From an optimization exercise on the open Yosys and OpenROAD flow, aimed at small area, a short achievable clock period and few clock cycles per item; shortcuts taken in it are not production practice. Function was checked by simulation only, so behaviour that the tests miss may differ from the original.

### flow/design.v
package sdeb_pkg;
	localparam int CordicSteps = 14;
	localparam logic [15:0] HalfTurn = 16'd32768;
	localparam logic [15:0] QuarterTurn = 16'd16384;
	typedef enum logic [1:0] {
		CFG_INCREMENT = 2'd0,
		CFG_CEILING = 2'd1,
		CFG_DECAY_STEP = 2'd2
	} cfg_idx_t;
	typedef struct packed {
		logic signed [15:0] x_pos;
		logic signed [15:0] y_pos;
		logic [15:0] source_energy;
		logic frame_start;
	} in_item_t;
	typedef struct packed {
		logic [5:0] hit_bin;
		logic [8:0] peak_angle;
		logic [7:0] peak_level;
	} out_item_t;
	function automatic logic [15:0] turn_atan(input logic [3:0] i);
		logic [15:0] r;
		case (i)
			4'd0: r = 16'd8192;
			4'd1: r = 16'd4836;
			4'd2: r = 16'd2555;
			4'd3: r = 16'd1297;
			4'd4: r = 16'd651;
			4'd5: r = 16'd326;
			4'd6: r = 16'd163;
			4'd7: r = 16'd81;
			4'd8: r = 16'd41;
			4'd9: r = 16'd20;
			4'd10: r = 16'd10;
			4'd11: r = 16'd5;
			4'd12: r = 16'd3;
			4'd13: r = 16'd1;
			default: r = 16'd0;
		endcase
		turn_atan = r;
	endfunction
endpackage
module sdeb_cordic #(
	parameter logic [13:0] REG_AFTER = 14'b10_1111_1111_1111,
	parameter int SW = 1,
	parameter int SW2 = 1,
	parameter int J2 = 2
) (
	input  logic clk,
	input  logic arst_n,
	input  logic in_valid,
	input  logic [18:0] x_in,           
	input  logic signed [18:0] y_in,    
	input  logic [SW-1:0] side_in,
	input  logic [SW2-1:0] side2_in,
	output logic out_valid,
	output logic [13:0] dirs,           
	output logic [SW-1:0] side_out,
	output logic [SW2-1:0] side2_out
);
	function automatic int yw(input int i);
		case (i)
			0, 1, 2: yw = 19;
			3: yw = 18;
			4: yw = 16;
			default: yw = 21 - i;
		endcase
	endfunction
	logic [18:0] xs [15];
	logic [18:0] ys [15];
	logic [13:0] ds [15];
	logic vs [15];
	logic [SW-1:0] ss [15];
	logic [SW2-1:0] s2 [15];
	assign xs[0] = x_in;
	assign ys[0] = y_in;
	assign ds[0] = '0;
	assign vs[0] = in_valid;
	assign ss[0] = side_in;
	assign s2[0] = '0;
	for (genvar i = 0; i < 14; i++) begin : g_it
		localparam int WI = yw(i);
		localparam int WO = (i < 13) ? yw(i + 1) : 1;
		logic signed [WI-1:0] y;
		logic [18:0] x, xn;
		logic signed [WO-1:0] yn;
		logic [13:0] dn;
		logic [SW2-1:0] s2n;
		logic s;
		assign x = xs[i];
		assign y = ys[i][WI-1:0];
		assign s = !y[WI-1];
		assign s2n = (i + 1 == J2) ? side2_in : s2[i];
		if (i < 12) begin : g_x
			localparam int MW = (WI - i - 1 > 0) ? WI - i - 1 : 1;
			logic [MW-1:0] m;
			logic [19:0] xa;
			assign m = MW'(y >>> i) ^ {MW{~s}};
			assign xa = {x, 1'b1} + {(19-MW)'(0), m, ~s};
			assign xn = xa[19:1];
		end else begin : g_nx
			assign xn = x;
		end
		if (i < 13) begin : g_y
			logic [WO-1:0] dy;
			logic [WO:0] ya;
			assign dy = WO'(x >> i) ^ {WO{s}};
			assign ya = {WO'(y), 1'b1} + {dy, s};
			assign yn = ya[WO:1];
		end else begin : g_ny
			assign yn = '0;
		end
		always_comb begin
			dn = ds[i];
			dn[i] = s;
		end
		if (REG_AFTER[i]) begin : g_r
			logic v_q;
			logic [18:0] x_q, y_q;
			logic [13:0] d_q;
			logic [SW-1:0] s_q;
			logic [SW2-1:0] s2_q;
			always_ff @(posedge clk or negedge arst_n)
				if (!arst_n) v_q <= 1'b0;
				else v_q <= vs[i];
			always_ff @(posedge clk) begin
				x_q <= xn;
				y_q <= 19'(yn);
				d_q <= dn;
				s_q <= ss[i];
				s2_q <= s2n;
			end
			assign vs[i+1] = v_q;
			assign xs[i+1] = x_q;
			assign ys[i+1] = y_q;
			assign ds[i+1] = d_q;
			assign ss[i+1] = s_q;
			assign s2[i+1] = s2_q;
		end else begin : g_c
			assign vs[i+1] = vs[i];
			assign xs[i+1] = xn;
			assign ys[i+1] = 19'(yn);
			assign ds[i+1] = dn;
			assign ss[i+1] = ss[i];
			assign s2[i+1] = s2n;
		end
	end
	assign out_valid = vs[14];
	assign dirs = ds[14];
	assign side_out = ss[14];
	assign side2_out = s2[14];
endmodule
module sound_direction_energy_bins #(
	parameter int BIN_COUNT = 36
) (
	input  logic clk,
	input  logic arst_n,
	input  logic in_valid,
	output logic in_stall,
	input  sdeb_pkg::in_item_t in_data,
	output logic out_valid,
	input  logic out_stall,
	output sdeb_pkg::out_item_t out_data,
	input  logic cfg_we,
	input  logic [1:0] cfg_index,
	input  logic [7:0] cfg_data
);
	localparam int NB = 36;
	logic [7:0] increment_q, ceiling_q, decay_step_q;
	logic clr_q, scan_q, seek_q, stall_q, ov_q;
	logic [1:0] cnt_q;
	logic blocked, consume, recirc, taken;
	logic u_v, u_fs, u_head;
	logic [5:0] u_h;
	logic [7:0] u_add;
	logic v0_q, rc0_q, hd0_q, fs0_q;
	logic [15:0] ax0_q, e0_q;
	logic [16:0] yf0_q;
	logic [5:0] tag0_q;
	logic [15:0] ix, iy;
	logic xneg, xz, yz;
	assign ix = in_data.x_pos;
	assign iy = in_data.y_pos;
	assign xneg = ix[15];
	assign xz = (ix == 16'd0);
	assign yz = (iy == 16'd0);
	always_ff @(posedge clk or negedge arst_n)
		if (!arst_n) v0_q <= 1'b0;
		else v0_q <= recirc || (in_valid && !stall_q);
	always_ff @(posedge clk) begin
		ax0_q <= xneg ? 16'd0 - ix : ix;
		yf0_q <= xneg ? 17'd0 - {iy[15], iy} : {iy[15], iy};
		if (recirc) begin
			rc0_q <= 1'b1;
			hd0_q <= u_head || !seek_q;
			tag0_q <= u_h;
			e0_q <= {8'd0, u_add};
			fs0_q <= u_fs;
		end else begin
			rc0_q <= 1'b0;
			hd0_q <= 1'b0;
			tag0_q <= {2'b00, xneg, xz | yz, yz ? {1'b0, xneg} : {1'b1, iy[15]}};
			e0_q <= in_data.source_energy;
			fs0_q <= in_data.frame_start;
		end
	end
	logic m1_rc;
	logic [7:0] m1_q, m1_ehi, add1;
	logic [15:0] plo, phi;
	assign plo = increment_q * e0_q[7:0];
	always_ff @(posedge clk) begin
		m1_rc <= rc0_q;
		m1_q <= rc0_q ? e0_q[7:0] : plo[15:8];
		m1_ehi <= e0_q[15:8];
	end
	assign phi = increment_q * m1_ehi + {8'd0, m1_q};
	assign add1 = m1_rc ? m1_q : phi[15:8];
	localparam int SW = 1 + 1 + 1 + 6;
	logic cv;
	logic [13:0] dirs;
	logic [SW-1:0] side_o;
	logic [7:0] c_add;
	sdeb_cordic #(.SW(SW), .SW2(8), .J2(2)) u_cordic (
		.clk(clk), .arst_n(arst_n),
		.in_valid(v0_q),
		.x_in({1'b0, ax0_q, 2'b00}),
		.y_in({yf0_q, 2'b00}),
		.side_in({rc0_q, hd0_q, fs0_q, tag0_q}),
		.side2_in(add1),
		.out_valid(cv), .dirs(dirs), .side_out(side_o), .side2_out(c_add)
	);
	logic [15:0] z;
	always_comb begin
		z = side_o[3] ? 16'd14587 : 16'd47355;
		for (int i = 0; i < 14; i++)
			z = z + (dirs[i] ? {sdeb_pkg::turn_atan(4'(i)), 1'b0} : 16'd0);
	end
	logic za_v;
	logic [15:0] za_q;
	logic [SW-1:0] za_s;
	logic [7:0] za_add;
	always_ff @(posedge clk or negedge arst_n)
		if (!arst_n) za_v <= 1'b0;
		else za_v <= cv;
	always_ff @(posedge clk) begin
		za_q <= z;
		za_s <= side_o;
		za_add <= c_add;
	end
	logic z_rc, z_hd, z_fs;
	logic [5:0] z_tag, hn;
	logic [19:0] z9;
	assign {z_rc, z_hd, z_fs, z_tag} = za_s;
	assign z9 = {4'd0, za_q} + {1'b0, za_q, 3'd0};
	always_comb begin
		if (z_rc) hn = z_tag;
		else if (!z_tag[2]) hn = z9[19:14];
		else case (z_tag[1:0])
			2'd0: hn = 6'd0;
			2'd1: hn = 6'd18;
			2'd2: hn = 6'd9;
			default: hn = 6'd27;
		endcase
	end
	logic b_v, b_fs, b_head;
	logic [5:0] b_h;
	logic [7:0] b_add;
	always_ff @(posedge clk or negedge arst_n)
		if (!arst_n) b_v <= 1'b0;
		else b_v <= za_v;
	always_ff @(posedge clk) begin
		b_h <= hn;
		b_add <= za_add;
		b_fs <= z_fs;
		b_head <= z_hd;
	end
	logic [NB-1:0][8:0] bins_q;
	logic [7:0] base_q, base_n;
	logic [8:0] sp_q;             
	logic [5:0] p_q;              
	logic [8:0] ang_q;            
	logic [5:0] scnt_q, sidx_q, sh_q;
	logic [7:0] sbest_q;
	logic [8:0] sraw_q;
	logic scan_last;
	logic [8:0] rs_q, snew_q, snew;
	logic fw_q;
	logic [1:0] c_q;
	logic [9:0] u_bn;
	logic signed [11:0] u_c1;
	logic [7:0] u_mca;
	logic [5:0] raddr;
	logic [8:0] bdd;
	logic [9:0] bnb;
	logic signed [11:0] c1b;
	logic [7:0] mcab;
	assign scan_last = (scnt_q == 6'(NB));
	assign raddr = (scan_q && !scan_last) ? scnt_q : b_h;
	assign bdd = b_fs ? {decay_step_q, 1'b0} : {1'b0, decay_step_q};
	assign base_n = clr_q ? 8'd0 : consume ? u_bn[7:0] : base_q;
	assign bnb = {2'b00, base_n} + {1'b0, bdd};
	assign c1b = 12'({4'd0, ceiling_q}) - 12'({4'd0, b_add}) + 12'({2'd0, bnb});
	assign mcab = (b_add > ceiling_q) ? ceiling_q : b_add;
	always_ff @(posedge clk or negedge arst_n)
		if (!arst_n) u_v <= 1'b0;
		else u_v <= b_v;
	always_ff @(posedge clk) begin
		u_h <= b_h;
		u_add <= b_add;
		u_fs <= b_fs;
		u_head <= b_head;
		rs_q <= bins_q[raddr];
		fw_q <= consume && (u_h == b_h);
		snew_q <= snew;
		c_q <= consume ? u_bn[9:8] : 2'd0;
		u_bn <= bnb;
		u_c1 <= c1b;
		u_mca <= mcab;
	end
	logic [8:0] rsf;
	logic [1:0] cc;
	logic [7:0] bnl;
	assign cc = u_bn[9:8];
	assign bnl = u_bn[7:0];
	always_comb begin
		if (fw_q) rsf = snew_q;
		else case (c_q)
			2'd0: rsf = rs_q;
			2'd1: rsf = rs_q[8] ? {1'b0, rs_q[7:0]} : 9'd0;
			default: rsf = 9'd0;
		endcase
	end
	logic alive, clampa, pd0, gt, ge, gta, gea, gtc, gec, gtm, gem, heq, hlt;
	logic signed [11:0] rsw, t1;
	logic [10:0] cbn, mbn;
	logic [9:0] rsa, lvt;
	logic [8:0] pdt;
	logic [7:0] lvl, pdv;
	assign rsw = {3'd0, rsf};
	assign t1 = 12'({3'd0, sp_q}) - 12'({4'd0, u_add});
	assign alive = {1'b0, rsf} > u_bn;
	assign clampa = rsw > u_c1;
	assign pd0 = {1'b0, sp_q} <= u_bn;
	assign cbn = {3'd0, ceiling_q} + {1'b0, u_bn};
	assign mbn = {3'd0, u_mca} + {1'b0, u_bn};
	assign gta = pd0 || (rsw > t1);
	assign gea = pd0 || (rsw >= t1);
	assign gtc = pd0 ? (ceiling_q != 8'd0) : (cbn > {2'd0, sp_q});
	assign gec = pd0 || (cbn >= {2'd0, sp_q});
	assign gtm = pd0 ? (u_mca != 8'd0) : (mbn > {2'd0, sp_q});
	assign gem = pd0 || (mbn >= {2'd0, sp_q});
	assign gt = alive ? (clampa ? gtc : gta) : gtm;
	assign ge = alive ? (clampa ? gec : gea) : gem;
	assign heq = (u_h == p_q);
	assign hlt = (u_h < p_q);
	assign rsa = {1'b0, rsf} + {2'b00, u_add} - {cc, 8'd0};
	assign lvt = {1'b0, rsf} + {2'b00, u_add} - u_bn;
	assign lvl = !alive ? u_mca : clampa ? ceiling_q : lvt[7:0];
	assign snew = !alive ? {1'b0, u_mca} + {1'b0, bnl}
		: clampa ? {1'b0, ceiling_q} + {1'b0, bnl} : rsa[8:0];
	assign pdt = sp_q - {1'b0, bnl};
	assign pdv = pdt[7:0];      
	logic take, rescan;
	always_comb begin
		rescan = 1'b0;
		if (pd0) take = gt;
		else if (heq) begin
			take = 1'b1;
			rescan = !ge;
		end else take = hlt ? ge : gt;
	end
	logic [9:0] svt;
	logic [7:0] sval;
	logic [5:0] fidx;
	logic [7:0] fbest;
	logic [8:0] fraw;
	assign svt = {1'b0, rsf} - {2'b00, base_q};
	assign sval = (svt[9] || svt == 10'd0) ? 8'd0 : svt[7:0];
	assign fidx = (sval > sbest_q) ? 6'(NB - 1) : sidx_q;
	assign fbest = (sval > sbest_q) ? sval : sbest_q;
	assign fraw = (sval > sbest_q) ? rsf : sraw_q;
	always_ff @(posedge clk)
		if (!scan_q) begin
			scnt_q <= '0;
			sbest_q <= '0;
			sidx_q <= '0;
			sraw_q <= '0;
		end else begin
			scnt_q <= scnt_q + 6'd1;
			if (scnt_q != 6'd0 && sval > sbest_q) begin
				sbest_q <= sval;
				sidx_q <= scnt_q - 6'd1;
				sraw_q <= rsf;
			end
		end
	always_ff @(posedge clk)
		for (int j = 0; j < NB; j++) begin
			if (clr_q) bins_q[j] <= 9'd0;
			else if (consume && u_h == 6'(j)) bins_q[j] <= snew;
			else if (consume && cc == 2'd1) bins_q[j] <= bins_q[j][8] ? {1'b0, bins_q[j][7:0]} : 9'd0;
			else if (consume && cc != 2'd0) bins_q[j] <= 9'd0;
		end
	assign blocked = clr_q || scan_q || cnt_q[1];
	assign consume = u_v && !blocked && (!seek_q || u_head);
	assign recirc = u_v && !consume;
	assign taken = ov_q && !out_stall;
	logic push, scan_done;
	logic [5:0] nh;
	logic [8:0] nang;
	logic [7:0] nlvl;
	logic [1:0] cnt_n;
	logic scan_n, seek_n;
	logic [5:0] a_h, q_h;
	logic [8:0] a_ang, q_ang;
	logic [7:0] a_lvl, q_lvl;
	logic [8:0] ang_h, ang_f;
	assign ang_h = 9'(u_h) * 9'd10;
	assign ang_f = 9'(fidx) * 9'd10;
	assign scan_done = scan_q && scan_last;
	assign push = (consume && !rescan) || scan_done;
	always_comb begin
		if (scan_q) begin
			nh = sh_q;
			nang = ang_f;
			nlvl = fbest;
		end else begin
			nh = u_h;
			nang = take ? ang_h : pd0 ? 9'd0 : ang_q;
			nlvl = take ? lvl : pd0 ? 8'd0 : pdv;
		end
	end
	assign cnt_n = cnt_q - 2'(taken) + 2'(push);
	assign scan_n = consume ? rescan : (scan_q && !scan_last);
	assign seek_n = (recirc && !seek_q) ? 1'b1 : (consume && u_head) ? 1'b0 : seek_q;
	always_ff @(posedge clk or negedge arst_n)
		if (!arst_n) begin
			clr_q <= 1'b1;
			scan_q <= 1'b0;
			seek_q <= 1'b0;
			cnt_q <= 2'd0;
			ov_q <= 1'b0;
			stall_q <= 1'b0;
			base_q <= 8'd0;
			p_q <= '0;
			ang_q <= '0;
			sp_q <= '0;
		end else begin
			clr_q <= 1'b0;
			scan_q <= scan_n;
			seek_q <= seek_n;
			cnt_q <= cnt_n;
			ov_q <= (cnt_n != 2'd0);
			stall_q <= seek_n || (b_v && (scan_n || cnt_n[1]));
			base_q <= base_n;
			if (consume) begin
				if (take) begin
					p_q <= u_h;
					ang_q <= ang_h;
					sp_q <= snew;
				end else if (pd0) begin
					p_q <= '0;
					ang_q <= '0;
					sp_q <= '0;
				end else sp_q <= sp_q - {cc, 8'd0};
			end else if (scan_done) begin
				p_q <= fidx;
				ang_q <= ang_f;
				sp_q <= fraw;
			end
		end
	always_ff @(posedge clk) begin
		if (consume && rescan) sh_q <= u_h;
		if (push && (cnt_q == 2'd0 || (cnt_q == 2'd1 && taken))) begin
			a_h <= nh;
			a_ang <= nang;
			a_lvl <= nlvl;
		end else if (taken && cnt_q[1]) begin
			a_h <= q_h;
			a_ang <= q_ang;
			a_lvl <= q_lvl;
		end
		if (push && ((cnt_q == 2'd1 && !taken) || (cnt_q == 2'd2 && taken))) begin
			q_h <= nh;
			q_ang <= nang;
			q_lvl <= nlvl;
		end
	end
	assign in_stall = stall_q;
	assign out_valid = ov_q;
	assign out_data.hit_bin = a_h;
	assign out_data.peak_angle = a_ang;
	assign out_data.peak_level = a_lvl;
	always_ff @(posedge clk or negedge arst_n) begin
		if (!arst_n) begin
			increment_q <= 8'd20;
			ceiling_q <= 8'd200;
			decay_step_q <= 8'd1;
		end else if (cfg_we) begin
			case (cfg_index)
				sdeb_pkg::CFG_INCREMENT: increment_q <= cfg_data;
				sdeb_pkg::CFG_CEILING: ceiling_q <= cfg_data;
				sdeb_pkg::CFG_DECAY_STEP: decay_step_q <= cfg_data;
				default: ;
			endcase
		end
	end
endmodule
module sdeb_top (
	input  logic clk,
	input  logic arst_n,
	input  logic in_valid,
	output logic in_stall,
	input  logic signed [15:0] in_x,
	input  logic signed [15:0] in_y,
	input  logic [15:0] in_energy,
	input  logic in_frame_start,
	output logic out_valid,
	input  logic out_stall,
	output logic [5:0] out_hit_bin,
	output logic [8:0] out_peak_angle,
	output logic [7:0] out_peak_level,
	input  logic cfg_we,
	input  logic [1:0] cfg_index,
	input  logic [7:0] cfg_data
);
	sdeb_pkg::in_item_t in_data;
	sdeb_pkg::out_item_t out_data;
	assign in_data.x_pos = in_x;
	assign in_data.y_pos = in_y;
	assign in_data.source_energy = in_energy;
	assign in_data.frame_start = in_frame_start;
	assign out_hit_bin = out_data.hit_bin;
	assign out_peak_angle = out_data.peak_angle;
	assign out_peak_level = out_data.peak_level;
	sound_direction_energy_bins #(.BIN_COUNT(36)) u_bins (
		.clk(clk), .arst_n(arst_n),
		.in_valid(in_valid), .in_stall(in_stall), .in_data(in_data),
		.out_valid(out_valid), .out_stall(out_stall), .out_data(out_data),
		.cfg_we(cfg_we), .cfg_index(cfg_index), .cfg_data(cfg_data)
	);
endmodule
### flow/run.sh
#!/bin/bash
# synth_recipe.tcl (not shown) runs the flow's synth.tcl, then flattens the netlist and writes it again
# the make line also repeats each setting of config.mk as NAME=value (left out here)
make -C /OpenROAD-flow-scripts/flow DESIGN_CONFIG=/design/flow/config.mk WORK_HOME=/design/flow/orfs CLKGATE_MAP_FILE= SYNTH_SCRIPT=/design/flow/synth_recipe.tcl finish
### flow/config.mk
export PLATFORM = sky130hd
export DESIGN_NAME = sdeb_top
export DESIGN_NICKNAME = sdeb_top
export VERILOG_FILES = /design/flow/design.v
export SDC_FILE = /design/flow/constraint.sdc
export NUM_CORES = 4
export LEC_CHECK = 0
export CAP_MARGIN = 20
export CORE_MARGIN = 2
export CORE_UTILIZATION = 40
export SLEW_MARGIN = 20
### flow/constraint.sdc
create_clock -name core_clock -period 7.0 [get_ports {clk}]
set_input_delay 1.4000 -clock core_clock [delete_from_list [all_inputs] [get_ports {clk}]]
set_output_delay 1.4000 -clock core_clock [all_outputs]
set_load 0.01 [all_outputs]
==> results of run 1 <==
routing by layer:
metal	up-vias	GRT usage (%)
li1	24000	-
met1	23200	25.1
met2	1119	31.1
met3	251	2.88
met4	2	6.15
met5	-	0
cell type report:
cell class	count	share of cell area, %
Sequential cell	1362	37.0
Tap cell	2204	3.61
Timing Repair Buffer	145	1.80
Inverter	420	2.07
Clock inverter	67	1.34
Multi-Input combinational cell	4831	48.5
Antenna cell	1	0.00328
Clock buffer	209	5.68
sequential cells by signal, indices dropped and copies added, names as in the netlist, 12 cells and up:
signal and flops:
u_bins.u_cordic.g_it.g_r.y_q 169, u_bins.bins_q 324, u_bins.za_q 16, u_bins.u_cordic.g_it.g_r.s_q 116, u_bins.u_cordic.g_it.g_r.s2_q 96, u_bins.u_cordic.g_it.g_r.v_q 13, u_bins.yf0_q 17, u_bins.e0_q 16
u_bins.u_c1 12, u_bins.u_cordic.g_it.g_r.d_q 92, u_bins.ax0_q 16, u_bins.u_cordic.g_it.g_r.x_q 213
per-stage QoR:
stage	hold WS [ns]	utilization [%]	area, sq um
3_5_place_dp	0.312	42.3	70900
6_report	0.305	45.5	76300
5_1_grt	0.301	45.5	76300
2_1_floorplan	0.310	-	67600
3_3_place_gp	0.310	42.3	70900
4_1_cts	0.300	45.5	76300
synthesized netlist by cell type (49+ instances only):
cell and number:
mux2i_1 50, fa_1 110, o21ai_0 191, clkbuf_1 164, xnor2_1 516, o21a_1 49, a21oi_1 292, xor2_1 218
and3_1 57, a211oi_1 61, a21o_1 73, nor3_1 104, dfxtp_1 1230, inv_1 420, ha_1 568, o211ai_1 58
o21bai_1 68, nand3_1 115, dfrtp_1 73, nor2_1 735, mux4_2 81, and2_1 89, nand2_1 451, edfxtp_1 52
mux2_2 110, a22oi_1 296
worst register-to-register path, delay by kind of cell (launching register included):
family	cells	cell delay (ns)
AOI/OAI and AO/OA	12	2.63
xor gates and xnor gates	2	0.42
adders and majority gates	6	1.72
buffers and inverters	4	0.37
DFF	1	0.31
and+or+nand+nor	5	0.66
worst paths after layout:
kind,to,slack [ns],cells after the start
setup / recovery,u_bins.a_ang[8],0.68,29
hold / removal,u_bins.u_cordic.g_it[10].g_r.d_q[8],0.30,0
setup reg to reg,u_bins.a_ang[8],0.68,29
hold reg to reg,u_bins.u_cordic.g_it[10].g_r.d_q[8],0.30,0
max in group asynchronous,u_bins.p_q[2],5.28,2
min in group asynchronous,u_bins.decay_step_q[3],0.50,1
cell families after synthesis:
family	Yosys count	share of synthesized area [%]
multiplexers	248	5.42
other	1	0.00554
buffers and inverters	660	3.85
XOR/XNOR	734	9.50
AO/OA/AOI/OAI	1358	13.6
AND/OR/NAND/NOR	1812	12.2
adder cells (fa/ha/maj)	678	13.8
flip-flops	1362	41.7
cell usage in the layout, fill, tap and decap left out, types with 19 or more instances in the layout:
| cell | instances |
|---|---|
| and2_1 | 89 |
| edfxtp_1 | 52 |
| and3_1 | 57 |
| nor3_1 | 104 |
| o31ai_1 | 41 |
| xor2_1 | 218 |
| nand4_1 | 36 |
| ha_1 | 568 |
| nand3_1 | 115 |
| clkbuf_8 | 25 |
| o21ai_0 | 191 |
| or3_1 | 29 |
| o211ai_1 | 58 |
| mux2_2 | 110 |
| nor2_1 | 732 |
| a31oi_1 | 32 |
| a22oi_1 | 296 |
| nor2b_1 | 48 |
| dfrtp_1 | 73 |
| a21o_1 | 73 |
| xnor2_1 | 515 |
| a21oi_1 | 291 |
| o21bai_1 | 68 |
| nand2b_1 | 48 |
| nor4_1 | 19 |
| buf_4 | 52 |
| clkbuf_16 | 155 |
| mux4_2 | 81 |
| a21boi_0 | 20 |
| clkinv_2 | 23 |
| dfxtp_1 | 1225 |
| o21a_1 | 49 |
| clkbuf_1 | 29 |
| inv_1 | 420 |
| a211oi_1 | 61 |
| nand2_1 | 449 |
| fa_1 | 110 |
| mux2i_1 | 47 |
| clkdlybuf4s50_1 | 87 |
| or2_2 | 20 |
timing repair:
action | CTS | global route
endpoints found under the setup margin | 0 | 2
resized for setup | 0 | 4
hold buffers | 0 | 0
==> summary.txt, run 1 <==
hold_sp = u_bins.u_cordic.g_it[9].g_r.d_q[8]
number of fill cells = 15.7k
Worst setup EP type = register
number of distinct library cells after synthesis = 98
fraction of layout cells with a size suffix above 1 = 8.35%
Hold Path Class = reg -> reg
Buf/Inv on CP = 4
number of global-route vias before repair = 48.2k
initial antenna violation count = 4
top-area cell type share of the netlist area = 36.4%
Synth area leaders = dfxtp_1, ha_1, xnor2_1
largest net degree at the start of global routing = 244
Die Span X = 415 um
Post-Syn Area per Cell = 9.87 sq um
max_cap viols = 0
Setup crit start = u_bins.fw_q
CP dominant cell by count = ha_1
Finish-stage setup viols = 0
Inst Count DP = 8961
total global-route track usage = 18.8%
M1 WL = 75.3 mm
drt first pass iters = 5
delay-heaviest family, CP = compound AO/OA/AOI/OAI gates
Syn-to-layout area delta = 12.8%
FFs w/ async S/R, synth = 5.87%
Initial Util = 40.4%
CTS clk-pin slew, worst paths = 0.06 ns
SO Faults = max-slew violations
Die ar. = 172000 sq um
Reg area = 28200 sq um
Core Footprint = 168000 sq um
total wire length = 164 mm
Fmax = 0.158 GHz
Post-synth EDFFs = 52
Top Metal Used = met5
Final Skew = 0.0497 ns
crit path time final = 6.32 ns
Setup crit start kind = register
met2 WL post-DR = 76.0 mm
DP Wirelength = 120 mm
Period Utilization, post-route = 90.2%
CTS tree = built
RSZ-0062 raised after global routing = no
WL met3 = 7.96 mm
synthesized netlist cell count = 6853
Final #Nets = 7651
setup ws final = 0.683 ns
Worst-Margin Slew = 1.54 ns
CP max FO = 10
CTS sink count = 1362
first-pass GRT wire length = 262 mm
Synth Register Bits = 1362
clock latency (worst-skew pair) = 0.81 ns
Yosys top cell by area = dfxtp_1
Setup Buffers After CTS = 0
sequential element share of the synthesized area = 41.7%
placer's final routability congestion estimate = 0.890
root buf cell = clkbuf_16
Max-slew headroom = -2.86%
multi-input combinational cell area = 37100 sq um
worst path arrival time = 6.86 ns
row cnt = 150
Avg WL per Cell = 17.7 um
Yosys warning total = 8
CTS Buf Count = 149
non-filler instance count after layout = 9239
top_reg_cell synth = dfxtp_1
boundary pin count = 89
outcome = finished with violations
# DRC = 0
post-place setup slack = 0.520 ns
RR Startpoint = u_bins.fw_q
Max Slew Vio Count = 108
CP max stage delay = 0.43 ns
initial DRC count = 3157
final hold viol count = 0
CTS Buffer Depth = 3
PortBufs = 88
post-route ant nets = 0
via density per instance = 5.26
WS Path Type = reg -> reg
vias post-DR = 48.6k
die height = 415 um
Worst Path Required = 7.55 ns
Critical-path top delay cell = fa_1
CTS HTree Levels = 4
Synth Cell Area = 67600 sq um
Syn Nets = 7595
gr ovfl total = 0
Sum Neg Setup Slack = 0 ns
Testbench counts, summed over its fixed seeds: cycles 2,544, items 2,400.
==> run 2, diff against run 1 <==
--- a/flow/design.v
+++ b/flow/design.v
@@ -205,15 +205,26 @@
 		end
 	end
-	logic m1_rc;
-	logic [7:0] m1_q, m1_ehi, add1;
-	logic [15:0] plo, phi;
-	assign plo = increment_q * e0_q[7:0];
+	logic m1_rc, m2_rc, m3_rc;
+	logic [7:0] m1_q, m2_q, m3_q, add1;
+	logic [11:0] m1_e;
+	logic [7:0] m2_e;
+	logic [3:0] m3_e;
+	logic [11:0] pp0, pp1, pp2, pp3;
+	assign pp0 = increment_q * e0_q[3:0];
+	assign pp1 = increment_q * m1_e[3:0] + {4'd0, m1_q};
+	assign pp2 = increment_q * m2_e[3:0] + {4'd0, m2_q};
+	assign pp3 = increment_q * m3_e + {4'd0, m3_q};
 	always_ff @(posedge clk) begin
 		m1_rc <= rc0_q;
-		m1_q <= rc0_q ? e0_q[7:0] : plo[15:8];
-		m1_ehi <= e0_q[15:8];
+		m1_q <= rc0_q ? e0_q[7:0] : pp0[11:4];
+		m1_e <= e0_q[15:4];
+		m2_rc <= m1_rc;
+		m2_q <= m1_rc ? m1_q : pp1[11:4];
+		m2_e <= m1_e[11:4];
+		m3_rc <= m2_rc;
+		m3_q <= m2_rc ? m2_q : pp2[11:4];
+		m3_e <= m2_e[7:4];
 	end
-	assign phi = increment_q * m1_ehi + {8'd0, m1_q};
-	assign add1 = m1_rc ? m1_q : phi[15:8];
+	assign add1 = m3_rc ? m3_q : pp3[11:4];
 	localparam int SW = 1 + 1 + 1 + 6;
 	logic cv;
@@ -221,5 +232,5 @@
 	logic [SW-1:0] side_o;
 	logic [7:0] c_add;
-	sdeb_cordic #(.SW(SW), .SW2(8), .J2(2)) u_cordic (
+	sdeb_cordic #(.SW(SW), .SW2(8), .J2(4)) u_cordic (
 		.clk(clk), .arst_n(arst_n),
 		.in_valid(v0_q),
@@ -265,5 +276,6 @@
 	logic b_v, b_fs, b_head;
 	logic [5:0] b_h;
-	logic [7:0] b_add;
+	logic [7:0] b_add, b_mca;
+	logic signed [9:0] b_ca;      
 	always_ff @(posedge clk or negedge arst_n)
 		if (!arst_n) b_v <= 1'b0;
@@ -272,4 +284,6 @@
 		b_h <= hn;
 		b_add <= za_add;
+		b_ca <= 10'({2'd0, ceiling_q}) - 10'({2'd0, za_add});
+		b_mca <= (za_add > ceiling_q) ? ceiling_q : za_add;
 		b_fs <= z_fs;
 		b_head <= z_hd;
@@ -295,11 +309,10 @@
 	logic signed [11:0] c1b;
 	logic [7:0] mcab;
-	assign scan_last = (scnt_q == 6'(NB));
-	assign raddr = (scan_q && !scan_last) ? scnt_q : b_h;
+	assign raddr = (scan_q && scnt_q < 6'(NB)) ? scnt_q : b_h;
 	assign bdd = b_fs ? {decay_step_q, 1'b0} : {1'b0, decay_step_q};
 	assign base_n = clr_q ? 8'd0 : consume ? u_bn[7:0] : base_q;
 	assign bnb = {2'b00, base_n} + {1'b0, bdd};
-	assign c1b = 12'({4'd0, ceiling_q}) - 12'({4'd0, b_add}) + 12'({2'd0, bnb});
-	assign mcab = (b_add > ceiling_q) ? ceiling_q : b_add;
+	assign c1b = 12'({2'd0, bnb}) + 12'(b_ca);
+	assign mcab = b_mca;
 	always_ff @(posedge clk or negedge arst_n)
 		if (!arst_n) u_v <= 1'b0;
@@ -331,8 +344,8 @@
 		endcase
 	end
-	logic alive, clampa, pd0, gt, ge, gta, gea, gtc, gec, gtm, gem, heq, hlt;
+	logic alive, clampa, pd0, gt, ge, vgt, vge, gtc, gec, gtm, gem, heq, hlt;
 	logic signed [11:0] rsw, t1;
 	logic [10:0] cbn, mbn;
-	logic [9:0] rsa, lvt;
+	logic [9:0] rsa, vsum, lvt;
 	logic [8:0] pdt;
 	logic [7:0] lvl, pdv;
@@ -344,16 +357,17 @@
 	assign cbn = {3'd0, ceiling_q} + {1'b0, u_bn};
 	assign mbn = {3'd0, u_mca} + {1'b0, u_bn};
-	assign gta = pd0 || (rsw > t1);
-	assign gea = pd0 || (rsw >= t1);
+	assign vgt = rsw > t1;
+	assign vge = rsw >= t1;
 	assign gtc = pd0 ? (ceiling_q != 8'd0) : (cbn > {2'd0, sp_q});
-	assign gec = pd0 || (cbn >= {2'd0, sp_q});
+	assign gec = cbn >= {2'd0, sp_q};
 	assign gtm = pd0 ? (u_mca != 8'd0) : (mbn > {2'd0, sp_q});
-	assign gem = pd0 || (mbn >= {2'd0, sp_q});
-	assign gt = alive ? (clampa ? gtc : gta) : gtm;
-	assign ge = alive ? (clampa ? gec : gea) : gem;
+	assign gem = mbn >= {2'd0, sp_q};
+	assign gt = alive ? (clampa ? gtc : (pd0 || vgt)) : gtm;
+	assign ge = alive ? (clampa ? gec : vge) : gem;
 	assign heq = (u_h == p_q);
 	assign hlt = (u_h < p_q);
-	assign rsa = {1'b0, rsf} + {2'b00, u_add} - {cc, 8'd0};
-	assign lvt = {1'b0, rsf} + {2'b00, u_add} - u_bn;
+	assign vsum = {1'b0, rsf} + {2'b00, u_add};
+	assign rsa = vsum - {cc, 8'd0};
+	assign lvt = vsum - u_bn;
 	assign lvl = !alive ? u_mca : clampa ? ceiling_q : lvt[7:0];
 	assign snew = !alive ? {1'b0, u_mca} + {1'b0, bnl}
@@ -372,12 +386,7 @@
 	logic [9:0] svt;
 	logic [7:0] sval;
-	logic [5:0] fidx;
-	logic [7:0] fbest;
-	logic [8:0] fraw;
 	assign svt = {1'b0, rsf} - {2'b00, base_q};
 	assign sval = (svt[9] || svt == 10'd0) ? 8'd0 : svt[7:0];
-	assign fidx = (sval > sbest_q) ? 6'(NB - 1) : sidx_q;
-	assign fbest = (sval > sbest_q) ? sval : sbest_q;
-	assign fraw = (sval > sbest_q) ? rsf : sraw_q;
+	assign scan_last = (scnt_q == 6'(NB + 1));
 	always_ff @(posedge clk)
 		if (!scan_q) begin
@@ -388,5 +397,5 @@
 		end else begin
 			scnt_q <= scnt_q + 6'd1;
-			if (scnt_q != 6'd0 && sval > sbest_q) begin
+			if (scnt_q != 6'd0 && scnt_q <= 6'(NB) && sval > sbest_q) begin
 				sbest_q <= sval;
 				sidx_q <= scnt_q - 6'd1;
@@ -416,5 +425,5 @@
 	logic [8:0] ang_h, ang_f;
 	assign ang_h = 9'(u_h) * 9'd10;
-	assign ang_f = 9'(fidx) * 9'd10;
+	assign ang_f = 9'(sidx_q) * 9'd10;
 	assign scan_done = scan_q && scan_last;
 	assign push = (consume && !rescan) || scan_done;
@@ -423,5 +432,5 @@
 			nh = sh_q;
 			nang = ang_f;
-			nlvl = fbest;
+			nlvl = sbest_q;
 		end else begin
 			nh = u_h;
@@ -464,7 +473,7 @@
 				end else sp_q <= sp_q - {cc, 8'd0};
 			end else if (scan_done) begin
-				p_q <= fidx;
+				p_q <= sidx_q;
 				ang_q <= ang_f;
-				sp_q <= fraw;
+				sp_q <= sraw_q;
 			end
 		end
==> run 2 against run 1 <==
  * The run now finishes clean
  * Critical path type unchanged
  * Maximum frequency up 5.7%
  * Via count is 1.6% lower
  * Final area shrank 0.57%
  * Register-to-register slack gained 0.34 ns
  * Worst setup slack improved by 0.34 ns
  * Critical path depth fell by 4
==> summary.txt, run 2 <==
outcome = no timing/DRC/antenna violations
number of distinct library cells after synthesis = 89 (-9.2%)
Die ar. = 171000 sq um (-0.57%)
Finish-stage setup viols = 0 (unchanged)
total global-route track usage = 19.5% (+0.68 points)
Syn Nets = 7502 (-1.2%)
Fmax = 0.167 GHz (+5.7%)
Worst setup EP type = register
post-route ant nets = 0 (unchanged)
Worst-Margin Slew = 1.27 ns (-0.273 ns)
biggest regs = u_bins.bins_q (324), u_bins.u_cordic.g_it.g_r.x_q (213), u_bins.u_cordic.g_it.g_r.y_q (169)
CP max FO = 16 (+6)
placer's final routability congestion estimate = 0.894 (+0.49%)
Syn-to-layout area delta = 12.8% (about the same)
fraction of layout cells with a size suffix above 1 = 7.75% (-0.60 points)
most frequent cell after synthesis = dfxtp_1
RSZ-0062 raised after global routing = no
fin area = 75900 sq um (-0.57%)
Synth area leaders = dfxtp_1, ha_1, xnor2_1
CTS tree = built
number of global-route vias before repair = 47.2k (-2.1%)
Yosys top cell by area = dfxtp_1
total wire length = 170 mm (+3.8%)
Setup crit start kind = register
initial antenna violation count = 3 (-1)
CTS Buf Count = 150 (+0.67%)
Sum Neg Setup Slack = 0 ns (unchanged)
max reg flops = 324 (unchanged)
sequential element share of the synthesized area = 42.9% (+1.2 points)
top-area cell type share of the netlist area = 37.6% (+1.2 points)
CP max stage delay = 0.57 ns (+0.14 ns)
largest net degree at the start of global routing = 245 (+0.41%)
Max Slew Vio Count = 0 (-100%)
vias post-DR = 47.8k (-1.6%)
drt first pass iters = 6 (+1)
gr ovfl total = 0 (unchanged)
hold buffers post-CTS = 0 (unchanged)
Commonest cells post-synth = dfxtp_1, nor2_1, ha_1, xnor2_1, nand2_1
Hold Path Class = reg -> reg
Critical-path top delay cell = o311a_1
CP dominant cell by count = o21ai_0
CTS clk-pin slew, worst paths = 0.07 ns (about the same)
CTS sink count = 1395 (+2.4%)
root buf cell = clkbuf_16
DP Area = 70500 sq um (-0.54%)
Period Utilization, post-route = 85.4% (-4.9 points)
worst path arrival time = 6.63 ns (-0.23 ns)
Util after Layout = 45.4% (-0.11 points)
CTS Buffer Depth = 3 (unchanged)
CTS HTree Levels = 4 (unchanged)
WS Path Type = reg -> reg
row cnt = 150 (unchanged)
Max-slew headroom = 15.4% (+18 points)
Post-synth EDFFs = 52 (unchanged)
Avg WL per Cell = 18.6 um (+5.0%)
Final #Nets = 7539 (-1.5%)
final hold viol count = 0 (unchanged)
DP Wirelength = 125 mm (+4.2%)
Synth Cell Area = 67300 sq um (-0.57%)
Core Footprint = 167000 sq um (-0.34%)
PortBufs = 88 (unchanged)
Initial Util = 40.3% (-0.096 points)
Yosys warning total = 8 (unchanged)
Setup Buffers After CTS = 0 (unchanged)
most common cell after layout, fill and taps aside = dfxtp_1
post_cts resized = 0 (unchanged)
# DRC = 0 (unchanged)
synthesized netlist cell count = 6765 (-1.3%)
boundary pin count = 89 (unchanged)
Final Skew = 0.0311 ns (-0.0186 ns)
max_cap viols = 0 (unchanged)
Worst Path Required = 7.66 ns (+0.11 ns)
Post-Syn Area per Cell = 9.94 sq um (+0.72%)
via density per instance = 5.23 (-0.52%)
first-pass GRT wire length = 266 mm (+1.4%)
clock latency (worst-skew pair) = 0.79 ns (-0.02 ns)
die height = 414 um (-0.28%)
FFs w/ async S/R, synth = 5.73% (-0.14 points)
top_reg_cell synth = dfxtp_1
Synth Register Bits = 1395 (+2.4%)
most frequent cells in the layout = dfxtp_1, nor2_1, ha_1
Largest Register = u_bins.bins_q
Die Span X = 414 um (-0.28%)
initial DRC count = 3268 (+3.5%)
number of fill cells = 15.7k (-0.17%)
crit path time final = 5.98 ns (-0.341 ns)
==> run 2: path summary, 6_finish.rpt <==
path / start / endpoint / slack (ns) / depth (start not counted)
worst max-delay path: u_bins.fw_q / u_bins.sraw_q[5] / 1.02 / 25
worst min-delay path: u_bins.u_cordic.g_it[6].g_r.s_q[8] / u_bins.u_cordic.g_it[7].g_r.s_q[8] / 0.30 / 0
worst max register to register: u_bins.fw_q / u_bins.sraw_q[5] / 1.02 / 25
worst min register to register: u_bins.u_cordic.g_it[6].g_r.s_q[8] / u_bins.u_cordic.g_it[7].g_r.s_q[8] / 0.30 / 0
max in group asynchronous: arst_n / u_bins.u_cordic.g_it[4].g_r.v_q / 5.27 / 2
min in group asynchronous: arst_n / u_bins.increment_q[3] / 0.49 / 1
==> run 2: kinds of logic after synthesis <==
kind of cell / after synthesis / share of synthesized area [%]
fa+ha+maj: 673 / 13.6
flops: 1395 / 42.9
buf+inv: 578 / 3.29
compound gates: 1405 / 14.0
other cells: 1 / 0.00558
simple gates: 1762 / 11.8
mux: 194 / 4.50
xor+xnor: 757 / 9.86
==> run 2: final cells by class <==
| cell class | count | area [sq um] | area share [%] |
|---|---|---|---|
| timing repair buffer | 145 | 1330 | 1.75 |
| sequential | 1395 | 28900 | 38.0 |
| clock buffer | 197 | 4290 | 5.65 |
| inverter | 318 | 1190 | 1.57 |
| multi-input combinational | 4792 | 36400 | 48.0 |
| tap | 2204 | 2760 | 3.63 |
| clock inverter | 82 | 1050 | 1.39 |
| antenna | 2 | 5.00 | 0.00659 |
==> run 2: layer usage <==
metal / routed length, um / part of all wire, % / track usage (%) / vias up
met2: 77800 / 46 / 31.9 / 1012
met5: 0 / 0 / 0 / -
met1: 78600 / 46 / 26.1 / 22900
li1: - / - / - / 23600
met3: 8410 / 4.9 / 3.19 / 243
met4: 5210 / 3.1 / 6.54 / 0
==> run 2: worst max-delay path, delay by kind of cell, from the launching register on <==
kind | cells | cell delay, ns
flip-flops | 1 | 0.54
adder cells (fa/ha/maj) | 2 | 0.63
buffers and inverters | 3 | 0.80
multiplexers | 1 | 0.21
AO/OA/AOI/OAI | 13 | 2.73
AND/OR/NAND/NOR | 6 | 0.94
==> run 2: through the flow <==
step           hold WS [ns]  cells  setup WS, ns
2_1_floorplan         0.310   6765          1.63
3_3_place_gp          0.310   8854          1.05
3_5_place_dp          0.312   8854          1.05
4_1_cts               0.297   9133          1.02
5_1_grt               0.312   9133         0.398
6_report              0.304   9135          1.02
Testbench counts of run 2, summed over its fixed seeds: cycles 2,544, items 2,400.
==> run 3, diff against run 2 <==
--- a/flow/design.v
+++ b/flow/design.v
@@ -168,5 +168,5 @@
 	localparam int NB = 36;
 	logic [7:0] increment_q, ceiling_q, decay_step_q;
-	logic clr_q, scan_q, seek_q, stall_q, ov_q;
+	logic scan_q, seek_q, stall_q, ov_q;
 	logic [1:0] cnt_q;
 	logic blocked, consume, recirc, taken;
@@ -241,12 +241,16 @@
 		.out_valid(cv), .dirs(dirs), .side_out(side_o), .side2_out(c_add)
 	);
-	logic [15:0] z;
+	logic [19:0] th, tl;
 	always_comb begin
-		z = side_o[3] ? 16'd14587 : 16'd47355;
-		for (int i = 0; i < 14; i++)
-			z = z + (dirs[i] ? {sdeb_pkg::turn_atan(4'(i)), 1'b0} : 16'd0);
+		th = side_o[3] ? 20'd131283 : 20'd426195;
+		for (int i = 0; i < 7; i++)
+			th = th + (dirs[i] ? 20'(18 * int'(sdeb_pkg::turn_atan(4'(i)))) : 20'd0);
+		tl = 20'd0;
+		for (int i = 7; i < 14; i++)
+			tl = tl + (dirs[i] ? 20'(18 * int'(sdeb_pkg::turn_atan(4'(i)))) : 20'd0);
 	end
 	logic za_v;
-	logic [15:0] za_q;
+	logic [19:0] za_th;
+	logic [11:0] za_tl;
 	logic [SW-1:0] za_s;
 	logic [7:0] za_add;
@@ -255,16 +259,18 @@
 		else za_v <= cv;
 	always_ff @(posedge clk) begin
-		za_q <= z;
+		za_th <= th;
+		za_tl <= tl[11:0];
 		za_s <= side_o;
 		za_add <= c_add;
 	end
 	logic z_rc, z_hd, z_fs;
-	logic [5:0] z_tag, hn;
-	logic [19:0] z9;
+	logic [5:0] z_tag, hn, t6;
+	logic [19:0] tt;
 	assign {z_rc, z_hd, z_fs, z_tag} = za_s;
-	assign z9 = {4'd0, za_q} + {1'b0, za_q, 3'd0};
+	assign tt = za_th + {8'd0, za_tl};
+	assign t6 = tt[19:14];
 	always_comb begin
 		if (z_rc) hn = z_tag;
-		else if (!z_tag[2]) hn = z9[19:14];
+		else if (!z_tag[2]) hn = (t6 >= 6'd36) ? t6 - 6'd36 : t6;
 		else case (z_tag[1:0])
 			2'd0: hn = 6'd0;
@@ -295,13 +301,13 @@
 	logic [8:0] ang_q;            
 	logic [5:0] scnt_q, sidx_q, sh_q;
-	logic [7:0] sbest_q;
-	logic [8:0] sraw_q;
+	logic [8:0] thr_q;
 	logic scan_last;
-	logic [8:0] rs_q, snew_q, snew;
-	logic fw_q;
-	logic [1:0] c_q;
+	logic [8:0] rs_q, snew;
 	logic [9:0] u_bn;
 	logic signed [11:0] u_c1;
 	logic [7:0] u_mca;
+	logic [10:0] u_cbn, u_mbn;
+	logic signed [10:0] spa_q, spa_n;    
+	logic [1:0] cc;
 	logic [5:0] raddr;
 	logic [8:0] bdd;
@@ -311,8 +317,27 @@
 	assign raddr = (scan_q && scnt_q < 6'(NB)) ? scnt_q : b_h;
 	assign bdd = b_fs ? {decay_step_q, 1'b0} : {1'b0, decay_step_q};
-	assign base_n = clr_q ? 8'd0 : consume ? u_bn[7:0] : base_q;
-	assign bnb = {2'b00, base_n} + {1'b0, bdd};
-	assign c1b = 12'({2'd0, bnb}) + 12'(b_ca);
+	assign base_n = consume ? u_bn[7:0] : base_q;
+	logic [9:0] bnb0, bnb1;
+	logic signed [11:0] c1b0, c1b1;
+	logic [10:0] cbb0, cbb1, mbb0, mbb1;
+	assign bnb0 = {2'b00, base_q} + {1'b0, bdd};
+	assign bnb1 = {2'b00, u_bn[7:0]} + {1'b0, bdd};
+	assign c1b0 = 12'({2'd0, bnb0}) + 12'(b_ca);
+	assign c1b1 = 12'({2'd0, bnb1}) + 12'(b_ca);
+	assign cbb0 = {3'd0, ceiling_q} + {1'b0, bnb0};
+	assign cbb1 = {3'd0, ceiling_q} + {1'b0, bnb1};
+	assign mbb0 = {3'd0, b_mca} + {1'b0, bnb0};
+	assign mbb1 = {3'd0, b_mca} + {1'b0, bnb1};
+	assign bnb = consume ? bnb1 : bnb0;
+	assign c1b = consume ? c1b1 : c1b0;
 	assign mcab = b_mca;
+	logic [8:0] rsb, rsn;
+	assign rsb = bins_q[raddr];
+	always_comb begin
+		if (consume && u_h == b_h) rsn = snew;
+		else if (!consume || cc == 2'd0) rsn = rsb;
+		else if (cc == 2'd1) rsn = rsb[8] ? {1'b0, rsb[7:0]} : 9'd0;
+		else rsn = 9'd0;
+	end
 	always_ff @(posedge clk or negedge arst_n)
 		if (!arst_n) u_v <= 1'b0;
@@ -323,44 +348,34 @@
 		u_fs <= b_fs;
 		u_head <= b_head;
-		rs_q <= bins_q[raddr];
-		fw_q <= consume && (u_h == b_h);
-		snew_q <= snew;
-		c_q <= consume ? u_bn[9:8] : 2'd0;
+		rs_q <= rsn;
 		u_bn <= bnb;
 		u_c1 <= c1b;
 		u_mca <= mcab;
+		u_cbn <= consume ? cbb1 : cbb0;
+		u_mbn <= consume ? mbb1 : mbb0;
+		spa_q <= spa_n;
 	end
 	logic [8:0] rsf;
-	logic [1:0] cc;
 	logic [7:0] bnl;
+	assign rsf = rs_q;
 	assign cc = u_bn[9:8];
 	assign bnl = u_bn[7:0];
-	always_comb begin
-		if (fw_q) rsf = snew_q;
-		else case (c_q)
-			2'd0: rsf = rs_q;
-			2'd1: rsf = rs_q[8] ? {1'b0, rs_q[7:0]} : 9'd0;
-			default: rsf = 9'd0;
-		endcase
-	end
 	logic alive, clampa, pd0, gt, ge, vgt, vge, gtc, gec, gtm, gem, heq, hlt;
-	logic signed [11:0] rsw, t1;
-	logic [10:0] cbn, mbn;
+	logic signed [11:0] rsw;
 	logic [9:0] rsa, vsum, lvt;
 	logic [8:0] pdt;
 	logic [7:0] lvl, pdv;
 	assign rsw = {3'd0, rsf};
-	assign t1 = 12'({3'd0, sp_q}) - 12'({4'd0, u_add});
 	assign alive = {1'b0, rsf} > u_bn;
 	assign clampa = rsw > u_c1;
 	assign pd0 = {1'b0, sp_q} <= u_bn;
-	assign cbn = {3'd0, ceiling_q} + {1'b0, u_bn};
-	assign mbn = {3'd0, u_mca} + {1'b0, u_bn};
-	assign vgt = rsw > t1;
-	assign vge = rsw >= t1;
-	assign gtc = pd0 ? (ceiling_q != 8'd0) : (cbn > {2'd0, sp_q});
-	assign gec = cbn >= {2'd0, sp_q};
-	assign gtm = pd0 ? (u_mca != 8'd0) : (mbn > {2'd0, sp_q});
-	assign gem = mbn >= {2'd0, sp_q};
+	logic signed [10:0] rs11;
+	assign rs11 = {2'd0, rsf};
+	assign vgt = rs11 > spa_q;
+	assign vge = rs11 >= spa_q;
+	assign gtc = pd0 ? (ceiling_q != 8'd0) : (u_cbn > {2'd0, sp_q});
+	assign gec = u_cbn >= {2'd0, sp_q};
+	assign gtm = pd0 ? (u_mca != 8'd0) : (u_mbn > {2'd0, sp_q});
+	assign gem = u_mbn >= {2'd0, sp_q};
 	assign gt = alive ? (clampa ? gtc : (pd0 || vgt)) : gtm;
 	assign ge = alive ? (clampa ? gec : vge) : gem;
@@ -375,4 +390,14 @@
 	assign pdt = sp_q - {1'b0, bnl};
 	assign pdv = pdt[7:0];      
+	logic signed [10:0] ba11, dab, sn_a, sn_c, sn_m, sp_k, sp_h, sr_a, sz_a;
+	assign ba11 = {3'd0, b_add};
+	assign dab = 11'({3'd0, u_add}) - ba11 - 11'({cc, 8'd0});
+	assign sn_a = rs11 + dab;
+	assign sn_c = 11'({3'd0, ceiling_q}) + 11'({3'd0, bnl}) - ba11;
+	assign sn_m = 11'({3'd0, u_mca}) + 11'({3'd0, bnl}) - ba11;
+	assign sp_k = 11'({2'd0, sp_q}) - 11'({cc, 8'd0}) - ba11;
+	assign sp_h = 11'({2'd0, sp_q}) - ba11;
+	assign sr_a = 11'({2'd0, thr_q}) - ba11;
+	assign sz_a = 11'd0 - ba11;
 	logic take, rescan;
 	always_comb begin
@@ -384,35 +409,32 @@
 		end else take = hlt ? ge : gt;
 	end
-	logic [9:0] svt;
-	logic [7:0] sval;
-	assign svt = {1'b0, rsf} - {2'b00, base_q};
-	assign sval = (svt[9] || svt == 10'd0) ? 8'd0 : svt[7:0];
+	logic better;
+	assign better = rsf > thr_q;
 	assign scan_last = (scnt_q == 6'(NB + 1));
 	always_ff @(posedge clk)
 		if (!scan_q) begin
 			scnt_q <= '0;
-			sbest_q <= '0;
 			sidx_q <= '0;
-			sraw_q <= '0;
+			thr_q <= {1'b0, base_q};
 		end else begin
 			scnt_q <= scnt_q + 6'd1;
-			if (scnt_q != 6'd0 && scnt_q <= 6'(NB) && sval > sbest_q) begin
-				sbest_q <= sval;
+			if (scnt_q == 6'd0) thr_q <= {1'b0, base_q};
+			else if (scnt_q <= 6'(NB) && better) begin
 				sidx_q <= scnt_q - 6'd1;
-				sraw_q <= rsf;
+				thr_q <= rsf;
 			end
 		end
-	always_ff @(posedge clk)
-		for (int j = 0; j < NB; j++) begin
-			if (clr_q) bins_q[j] <= 9'd0;
-			else if (consume && u_h == 6'(j)) bins_q[j] <= snew;
+	always_ff @(posedge clk or negedge arst_n)
+		if (!arst_n) bins_q <= '0;
+		else for (int j = 0; j < NB; j++) begin
+			if (consume && u_h == 6'(j)) bins_q[j] <= snew;
 			else if (consume && cc == 2'd1) bins_q[j] <= bins_q[j][8] ? {1'b0, bins_q[j][7:0]} : 9'd0;
 			else if (consume && cc != 2'd0) bins_q[j] <= 9'd0;
 		end
-	assign blocked = clr_q || scan_q || cnt_q[1];
+	assign blocked = scan_q || cnt_q[1];
 	assign consume = u_v && !blocked && (!seek_q || u_head);
 	assign recirc = u_v && !consume;
 	assign taken = ov_q && !out_stall;
-	logic push, scan_done;
+	logic push, scan_done, wr;
 	logic [5:0] nh;
 	logic [8:0] nang;
@@ -428,9 +450,10 @@
 	assign scan_done = scan_q && scan_last;
 	assign push = (consume && !rescan) || scan_done;
+	assign wr = consume || scan_done;
 	always_comb begin
 		if (scan_q) begin
 			nh = sh_q;
 			nang = ang_f;
-			nlvl = sbest_q;
+			nlvl = 8'(thr_q - {1'b0, base_q});
 		end else begin
 			nh = u_h;
@@ -440,9 +463,16 @@
 	end
 	assign cnt_n = cnt_q - 2'(taken) + 2'(push);
+	always_comb begin
+		if (consume) begin
+			if (take) spa_n = !alive ? sn_m : clampa ? sn_c : sn_a;
+			else if (pd0) spa_n = sz_a;
+			else spa_n = sp_k;
+		end else if (scan_done) spa_n = sr_a;
+		else spa_n = sp_h;
+	end
 	assign scan_n = consume ? rescan : (scan_q && !scan_last);
 	assign seek_n = (recirc && !seek_q) ? 1'b1 : (consume && u_head) ? 1'b0 : seek_q;
 	always_ff @(posedge clk or negedge arst_n)
 		if (!arst_n) begin
-			clr_q <= 1'b1;
 			scan_q <= 1'b0;
 			seek_q <= 1'b0;
@@ -455,5 +485,4 @@
 			sp_q <= '0;
 		end else begin
-			clr_q <= 1'b0;
 			scan_q <= scan_n;
 			seek_q <= seek_n;
@@ -475,10 +504,10 @@
 				p_q <= sidx_q;
 				ang_q <= ang_f;
-				sp_q <= sraw_q;
+				sp_q <= thr_q;
 			end
 		end
 	always_ff @(posedge clk) begin
 		if (consume && rescan) sh_q <= u_h;
-		if (push && (cnt_q == 2'd0 || (cnt_q == 2'd1 && taken))) begin
+		if (wr && (cnt_q == 2'd0 || (cnt_q == 2'd1 && taken))) begin
 			a_h <= nh;
 			a_ang <= nang;
@@ -489,5 +518,5 @@
 			a_lvl <= q_lvl;
 		end
-		if (push && ((cnt_q == 2'd1 && !taken) || (cnt_q == 2'd2 && taken))) begin
+		if (wr && ((cnt_q == 2'd1 && !taken) || (cnt_q == 2'd2 && taken))) begin
 			q_h <= nh;
 			q_ang <= nang;
==> run 3 against run 2 <==
  * Still clean on timing, DRC and antenna
  * Sequential share of layout area fell by 0.16 points
  * Wire length rose by 13%
  * Via count rose by 12%
  * Clock skew rose by 0.0075 ns
  * Flip-flop and latch count rose by 26
  * Worst hold slack got worse by 0.0036 ns
  * Final area rose by 8.1%
  * Worst setup slack improved by 0.62 ns
  * Non-clock buffer count rose by 1
  * Core utilization fell by 0.13 points
  * Critical path type unchanged
  * Highest routed layer is now met5
==> summary.txt, run 3 <==
gr ovfl total = 0 (unchanged)
Yosys top cell by area = dfxtp_1
number of distinct library cells after synthesis = 90 (+1.1%)
CTS tree = built
Syn-to-layout area delta = 12.3%
delay-heaviest family, CP = compound AO/OA/AOI/OAI gates
CP max stage delay = 0.72 ns (+0.15 ns)
post-route ant nets = 0 (unchanged)
Die ar. = 186000 sq um (+8.5%)
most common cell after layout, fill and taps aside = dfxtp_1
CP dominant cell by count = a21oi_1
CTS sink count = 1421 (+1.9%)
root buf cell = clkbuf_16
boundary pin count = 89 (unchanged)
final hold viol count = 0 (unchanged)
outcome = no timing/DRC/antenna violations
PortBufs = 88 (unchanged)
Fmax = 0.187 GHz (+12%)
DP Wirelength = 142 mm (+13%)
Avg WL per Cell = 19.3 um (+3.6%)
cells on worst reg2reg path = 17 (-32%)
Finish-stage setup viols = 0 (unchanged)
top_reg_cell synth = dfxtp_1
largest net degree at the start of global routing = 153 (-38%)
vias post-DR = 53.7k (+12%)
DP Area = 76600 sq um (+8.6%)
first-pass GRT wire length = 302 mm (+13%)
FFs w/ async S/R, synth = 28.4% (+23 points)
top-area cell type share of the netlist area = 26.3% (-11 points)
initial DRC count = 4022 (+23%)
fraction of layout cells with a size suffix above 1 = 6.51% (-1.2 points)
total wire length = 192 mm (+13%)
Hold Path Class = reg -> reg
via density per instance = 5.40 (+3.2%)
RSZ-0062 raised after global routing = no
biggest regs = u_bins.bins_q (324), u_bins.u_cordic.g_it.g_r.x_q (213), u_bins.u_cordic.g_it.g_r.y_q (169)
Sum Neg Setup Slack = 0 ns (unchanged)
Setup crit start kind = register
Max Slew Vio Count = 0 (unchanged)
max_cap viols = 0 (unchanged)
drt first pass iters = 6 (unchanged)
Worst setup EP type = register
synthesized netlist cell count = 7361 (+8.8%)
initial antenna violation count = 6 (+3)
Max-slew headroom = 19.4% (+4.0 points)
total global-route track usage = 20.5% (+0.98 points)
reg2reg end = u_bins.u_c1[10]
CTS HTree Levels = 4 (unchanged)
Min Hold Slack = 0.301 ns (-0.00361 ns)
worst path arrival time = 6.08 ns (-0.55 ns)
Synth area leaders = dfxtp_1, dfrtp_1, ha_1
Post-synth EDFFs = 60 (+15%)
number of global-route vias before repair = 53.5k (+13%)
Synth Cell Area = 73000 sq um (+8.6%)
hold_sp = u_bins.u_cordic.g_it[3].g_r.s_q[3]
worst-path cell chain = nor3_1, and2_2, nand2_1, o21ai_0, ha_1, a21o_1, a21oi_1, o21ai_0, a21oi_1, nor2b_1, o31ai_1, a21boi_0, ha_1, a21oi_1, o21ai_0, a21oi_1, xnor2_1
placer's final routability congestion estimate = 0.947 (+5.9%)
WS Path Type = reg -> reg
CTS Buffer Depth = 3 (unchanged)
Commonest cells post-synth = dfxtp_1, ha_1, nand2_1, xnor2_1, nor2_1
post-place setup slack = 1.75 ns (+0.709 ns)
die height = 431 um (+4.2%)
CTS Buf Count = 155 (+3.3%)
R2R Setup Slk = 1.65 ns (+0.62 ns)
Post-Syn Area per Cell = 9.92 sq um (-0.19%)
CP max FO = 20 (+4)
hold path endpoint = u_bins.u_cordic.g_it[4].g_r.s_q[3]
most frequent cells in the layout = dfxtp_1, ha_1, nand2_1
Synth Register Bits = 1421 (+1.9%)
Initial Util = 40.3% (+0.060 points)
hold buffers post-CTS = 0 (unchanged)
post_cts resized = 0 (unchanged)
row cnt = 156 (+4.0%)
max reg flops = 324 (unchanged)
Largest Register = u_bins.bins_q
Die Span X = 431 um (+4.2%)
Worst Path Required = 7.72 ns (+0.06 ns)
Final Skew = 0.0385 ns (+0.00746 ns)
CTS clk-pin slew, worst paths = 0.06 ns (about the same)
Critical-path top delay cell = a21boi_0
fin area = 82100 sq um (+8.1%)
RR Startpoint = u_bins.cnt_q[1]
Buf/Inv on CP = 0 (-3)
most frequent cell after synthesis = dfxtp_1
Yosys warning total = 8 (unchanged)
Final #Nets = 8264 (+9.6%)
Period Utilization, post-route = 76.5% (-8.9 points)
hold depth = 0 (unchanged)
sequential element share of the synthesized area = 42.5% (-0.37 points)
clock latency (worst-skew pair) = 0.81 ns (+0.02 ns)
crit path time final = 5.35 ns (-0.622 ns)
setup ws final = 1.65 ns (+0.622 ns)
Setup Buffers After CTS = 0 (unchanged)
Syn Nets = 8186 (+9.1%)
Core Footprint = 181000 sq um (+8.4%)
Worst-Margin Slew = 1.19 ns (-0.0762 ns)
# DRC = 0 (unchanged)
-- run 3: cell count changes after synthesis, moves of 50 or more --
cell	before	now
inv_1	317	445
nand2_1	448	622
ha_1	576	653
o21ai_0	213	324
nor2_1	719	474
a22o_1	8	258
dfxtp_1	1263	958
and2_1	76	126
nand3_1	111	209
dfrtp_1	73	397
a22oi_1	311	8
mux4_2	81	22
nor3_1	89	155
xnor2_1	513	575
-- run 3: worst register-to-register path, stage by stage (launching register included) --
cell and delay [ns]:
dfrtp_1 0.45, nor3_1 0.46, and2_2 0.47, nand2_1 0.12
o21ai_0 0.14, ha_1 0.29, a21o_1 0.18, a21oi_1 0.22
o21ai_0 0.12, a21oi_1 0.24, nor2b_1 0.09, o31ai_1 0.66
a21boi_0 0.72, ha_1 0.42, a21oi_1 0.24, o21ai_0 0.11
a21oi_1 0.21, xnor2_1 0.13
-- run 3: layer usage --
metal	GRT usage [%]	up-vias	wire length, um
met5	0	-	13
met4	8.44	2	7830
met3	3.39	393	10700
met2	33.8	1448	88400
met1	26.6	25900	84800
li1	-	25900	-
-- run 3: layout make-up --
cell class,count,area [sq um]
diodes,3,7.51
clock buffers,210,4430
clock inverters,77,1030
fillers,17100,99100
inverters,445,1670
multi-input cells,5270,39500
flip-flops and latches,1421,31100
well taps,2370,2970
repair buffers,146,1330
-- run 3: per-stage QoR --
step           std cells  utilization (%)
2_1_floorplan       7361                -
3_3_place_gp        9652             42.3
3_5_place_dp        9652             42.3
4_1_cts             9939             45.3
5_1_grt             9940             45.3
6_report            9942             45.3
-- run 3: cells by family (layout without fill, tap and decap cells) --
| group | after synthesis | count (layout) | synth area share, % |
|---|---|---|---|
| and+or+nand+nor | 1937 | 1937 | 12.4 |
| AOI/OAI and AO/OA | 1582 | 1582 | 14.7 |
| DFF | 1421 | 1421 | 42.5 |
| xor gates and xnor gates | 820 | 820 | 9.83 |
| adders and majority gates | 761 | 761 | 14.1 |
| buffers and inverters | 670 | 878 | 3.57 |
| muxes | 170 | 170 | 2.82 |
| other | 0 | 3 | 0 |
-- run 3: worst max-delay path by stage --
| stage | startpoint | to | slack, ns | cells after the start |
|---|---|---|---|---|
| 2_1_floorplan | u_bins.cnt_q[1] | u_bins.u_c1[11] | 2.16 | 25 |
| 3_3_place_gp | u_bins.cnt_q[1] | u_bins.u_c1[11] | 1.76 | 17 |
| 3_5_place_dp | u_bins.cnt_q[1] | u_bins.u_c1[11] | 1.75 | 17 |
| 4_1_cts | u_bins.cnt_q[1] | u_bins.u_c1[11] | 1.73 | 17 |
| 5_1_grt | u_bins.cnt_q[1] | u_bins.u_c1[11] | 1.29 | 17 |
| 6_report | u_bins.cnt_q[1] | u_bins.u_c1[10] | 1.65 | 17 |
Testbench counts of run 3, summed over its fixed seeds: cycles 2,544, items 2,400.

==> static timing again, ports no longer ideal <==
No port has a modelled driver above. Below, the same layouts with a new extraction and two added sets of constraints. Step 1 sets driving cells, clkbuf_16 on the clock port and buf_2 on the other inputs (assumed; they add their load-dependent delay and slew). Step 2 moves the port delays by t, midway between the first and last clock arrival at a register: inputs arrive t later, outputs are due t later. That takes back most of the time a late clock gives input paths. Slacks: ideal ports / drivers / drivers and shift; pairs: ideal ports / drivers.
run	shift t [ns]	setup WS [ns]	latest minus earliest clock arrival (ns)	slew at the worst register clock pin (ns)
run 1	0.869	0.683 / 0.683 / 0.683	0.051 / 0.051	0.07 / 0.07
run 2	0.857	1.024 / 1.024 / 1.024	0.036 / 0.036	0.07 / 0.07
run 3	0.872	1.646 / 1.646 / 1.646	0.043 / 0.044	0.07 / 0.07
